Background: an optimization exercise with open tools, aiming at small area, a short achievable clock period and few clock cycles. Do not read the settings as production practice.
Function was checked by simulation only, so behaviour that the tests miss may differ from the original.

==> inputs of run a <==
Design camera_smooth_approach, start of the top module:
module camera_smooth_approach #(
	parameter int FRAC_BITS  = 16,
	parameter int COORD_BITS = 32
) (
	input  logic                         clk,
	input  logic                         arst_n,
	input  logic                         cfg_we,
	input  logic [2:0]                   cfg_idx,
	input  logic [31:0]                  cfg_data,
	input  logic                         in_valid,
	output logic                         in_ready,
	input  logic [1:0]                   op,
	input  logic [19:0]                  elapsed_us,
	input  logic signed [COORD_BITS-1:0] pos_x,
	input  logic signed [COORD_BITS-1:0] pos_y,
	input  logic signed [COORD_BITS-1:0] pos_z,
	input  logic signed [COORD_BITS-1:0] end_x,
	input  logic signed [COORD_BITS-1:0] end_y,
	input  logic signed [COORD_BITS-1:0] end_z,
	output logic                         out_valid,
	input  logic                         out_ready,
	output logic signed [COORD_BITS-1:0] cam_x_out,
	output logic signed [COORD_BITS-1:0] cam_y_out,
	output logic signed [COORD_BITS-1:0] cam_z_out,
	output logic                         bounced,
	output logic                         arrived,
	output logic [2:0]                   phase_out
);
export LEC_CHECK = 0
export CAP_MARGIN = 20
export CORE_MARGIN = 2
export CORE_UTILIZATION = 40
export SETUP_SLACK_MARGIN = 1.5
export SLEW_MARGIN = 20
create_clock -name core_clock -period 9.0 [get_ports {clk}]
run.sh (not shown) runs the stock make flow with config.mk's settings and CLKGATE_MAP_FILE= SYNTH_SCRIPT=/design/flow/synth_recipe.tcl, a recipe that flattens the netlist after the stock synthesis.
==> inputs of run b, as changes to run a <==
--- a/flow/design.v
+++ b/flow/design.v
@@ -334,25 +334,22 @@
 	wire p_big3 = elapsed_us >= 20'd333334;
 	logic [3:0]  b_qb;
 	logic [19:0] b_rem_n;
 	csa_div4 u_db (.rem(b_rem), .d(b_d), .d3(b_d3), .nb(b_nb), .q(b_qb), .rem_n(b_rem_n));
 	logic [2:0][31:0] f2_nt;
 	logic [2:0][32:0] f2_dif;
 	logic [2:0]       mt_c;
 	logic [2:0]       f2_ge_lo, f2_ge_hi;
-	logic [2:0][31:0] cam_c_q, cv;
-	logic [2:0]       cam_ci;
 	for (genvar a = 0; a < 3; a++) begin : g_f2
-		csa_add #(.W(32)) u_cv (.a(cam_q[a]), .b(cam_c_q[a]), .cin(cam_ci[a]), .sum(cv[a]), .cout());
-		csa_add #(.W(32)) u_lo (.a({~cv[a][31], cv[a][30:0]}), .b(~{~lo_q[a][31], lo_q[a][30:0]}),
+		csa_add #(.W(32)) u_lo (.a({~cam_q[a][31], cam_q[a][30:0]}), .b(~{~lo_q[a][31], lo_q[a][30:0]}),
 			.cin(1'b1), .sum(), .cout(f2_ge_lo[a]));
-		csa_add #(.W(32)) u_hi (.a({~hi_q[a][31], hi_q[a][30:0]}), .b(~{~cv[a][31], cv[a][30:0]}),
+		csa_add #(.W(32)) u_hi (.a({~hi_q[a][31], hi_q[a][30:0]}), .b(~{~cam_q[a][31], cam_q[a][30:0]}),
 			.cin(1'b1), .sum(), .cout(f2_ge_hi[a]));
-		csa_add #(.W(33)) u_df (.a({f2_nt[a][31], f2_nt[a]}), .b(~{cv[a][31], cv[a]}),
+		csa_add #(.W(33)) u_df (.a({f2_nt[a][31], f2_nt[a]}), .b(~{cam_q[a][31], cam_q[a]}),
 			.cin(1'b1), .sum(f2_dif[a]), .cout());
 	end
 	logic [2:0][31:0] cam_f, tgt_f;
 	logic [2:0]       p_c;
 	logic             match_c, bnc_c;
 	always_comb begin
 		logic [31:0] nt;
 		logic        cl, ch, sn;
@@ -373,17 +370,17 @@
 			      (dif[32:9] == 24'hFFFFFF && dif[8:0] >= 9'd185);
 			if (cl) begin
 				cam_f[a] = lo_q[a];
 				tgt_f[a] = lo_q[a];
 			end else if (ch) begin
 				cam_f[a] = hi_q[a];
 				tgt_f[a] = hi_q[a];
 			end else begin
-				cam_f[a] = sn ? nt : cv[a];
+				cam_f[a] = sn ? nt : cam_q[a];
 				tgt_f[a] = nt;
 			end
 			mt_c[a] = cl | ch | sn;
 			match_c = match_c & (cl | ch | sn);
 			bnc_c   = bnc_c | cl | ch;
 		end
 		p_c = match_c ? 3'd0 : pn4(ph_q, there_q);
 	end
@@ -458,29 +455,27 @@
 			s_c   = s_c2f;
 			s_d   = s_m;
 			s_rem = rem0(2'd1, s_c2f);
 		end
 		if (s_full) s_c = 3'd0;
 	end
 	wire b_setup = hand || b_fix;
 	logic [2:0][32:0] g_c;
-	logic [2:0][47:0] f1_t0, f1_t1;
-	logic [2:0]       f1_c16;
+	logic [2:0][47:0] f1_t0, f1_t1, f1_sum;
 	for (genvar a = 0; a < 3; a++) begin : g_ax
 		logic [31:0] gt;
 		logic [32:0] gp;
 		assign gt = a == 0 ? pos_x : a == 1 ? pos_y : pos_z;
 		csa_add #(.W(33)) u_g (.a({gt[31], gt}), .b(~{cam_q[a][31], cam_q[a]}), .cin(1'b1), .sum(gp), .cout());
 		assign g_c[a] = f_two ? (mt_c[a] ? 33'd0 : f2_dif[a]) : gp;
-		csa_add #(.W(16)) u_mv (.a(f1_t0[a][15:0]), .b(f1_t1[a][15:0]), .cin(1'b0), .sum(), .cout(f1_c16[a]));
+		csa_add #(.W(48)) u_mv (.a(f1_t0[a]), .b(f1_t1[a]), .cin(1'b0), .sum(f1_sum[a]), .cout());
 	end
 	logic [2:0][47:0] hs_n, hc_n;
-	logic [2:0][31:0] cam_mv, cam_mc;
-	logic [2:0]       cam_mi;
+	logic [2:0][31:0] cam_mv;
 	always_comb begin
 		logic [47:0] s, c, s0, c0, r0, t0, t1, sum;
 		logic [32:0] g;
 		for (int a = 0; a < 3; a++) begin
 			if (f_one) begin
 				s0 = hs_q[a];
 				c0 = hc_q[a];
 				g  = hg_q[a];
@@ -494,19 +489,18 @@
 			hc_n[a] = c;
 			if (f_one && !f_lv)
 				{s, c} = {hs_q[a], hc_q[a]};
 			r0  = {cam_q[a], hg_q[a][32] ? 16'hFFFF : 16'h0000};
 			t0  = r0 ^ s ^ c;
 			t1  = ((r0 & s) | (r0 & c) | (s & c)) << 1;
 			f1_t0[a] = t0;
 			f1_t1[a] = t1;
-			cam_mv[a] = f_full ? tgt_q[a] : t0[47:16];
-			cam_mc[a] = f_full ? 32'd0 : t1[47:16];
-			cam_mi[a] = !f_full && f1_c16[a];
+			sum = f1_sum[a];
+			cam_mv[a] = f_full ? tgt_q[a] : sum[47:16];
 		end
 	end
 	always_ff @(posedge clk or negedge arst_n) begin
 		if (!arst_n) begin
 			ov_q   <= 1'b0;
 			pend_q <= 1'b0;
 			oth_q  <= 1'b0;
 			oth1_q <= 1'b0;
@@ -604,20 +598,16 @@
 			hp1 <= b_qb;
 		if (b_to_f) begin
 			f_full <= b_full;
 			f_lv   <= b_iter;
 			f_last <= b_qb;
 		end
 		if (f_one)
 			there_q <= cam_eq_tgt;
-		if (f1_go) begin
-			cam_c_q <= cam_mc;
-			cam_ci  <= cam_mi;
-		end
 		if (f_two) begin
 			res_bnc_q <= bnc_c;
 			res_arr_q <= match_c;
 			res_ph_q  <= p_c;
 		end else if (pend_q && (!ov_q || out_ready)) begin
 			res_bnc_q <= 1'b0;
 			res_arr_q <= cam_eq_tgt;
 			res_ph_q  <= ph_q;
Settings changed: SETUP_SLACK_MARGIN 1.5 to 0.4.
==> summary.txt <==
Run b produced a layout that fails on negative setup slack. Run a went through all stages and came out clean.
Between run a and run b, the lower synthesized area is in run b (gap 3.2%, measured against run b).
Between run a and run b, the lower non-clock buffer count is in run a (gap 29).
Between run b and run a, the lower clock skew is in run b (gap 0.0016 ns).
Against run b, the die area of run a is higher by 3.2%.
In run a the cell count is larger than in run b, by 0.88%.
Between run a and run b, the lower sequential share of layout area is in run b (gap 0.69 points).
Testbench counts of run a, summed over its fixed seeds: cycles 5,360.
Testbench counts of run b, summed over its fixed seeds: cycles 5,360.

static timing again, ports no longer ideal:
The results above use ideal ports. As a check the final layouts listed here were re-extracted and re-timed, cells and wires unchanged.
Step 1, drivers: a clkbuf_16 drives clk and a buf_2 each remaining input, both assumed.
Step 2 adds t to the input delays and takes it off the output delays; t is the mean of the earliest and latest rising clock arrival at the registers after step 1. Input paths then give back, and output paths get back, about the clock's delay inside the block.
Three values: ideal ports, drivers, drivers and shift; two values: the first two.
run | t, ns | setup slack, ns | latest minus earliest clock arrival (ns) | worst slew at a driven data input, ns | pins driven straight from the clock port
run a | 0.964 | 1.239 / 1.239 / 1.103 | 0.075 / 0.075 | 0.27 | 1
run b | 0.943 | -0.038 / -0.038 / -0.038 | 0.076 / 0.075 | 0.14 | 1
For run a, which loses most, drivers alone change the setup slack by 0.000 ns; drivers and shift together by -0.136 ns.
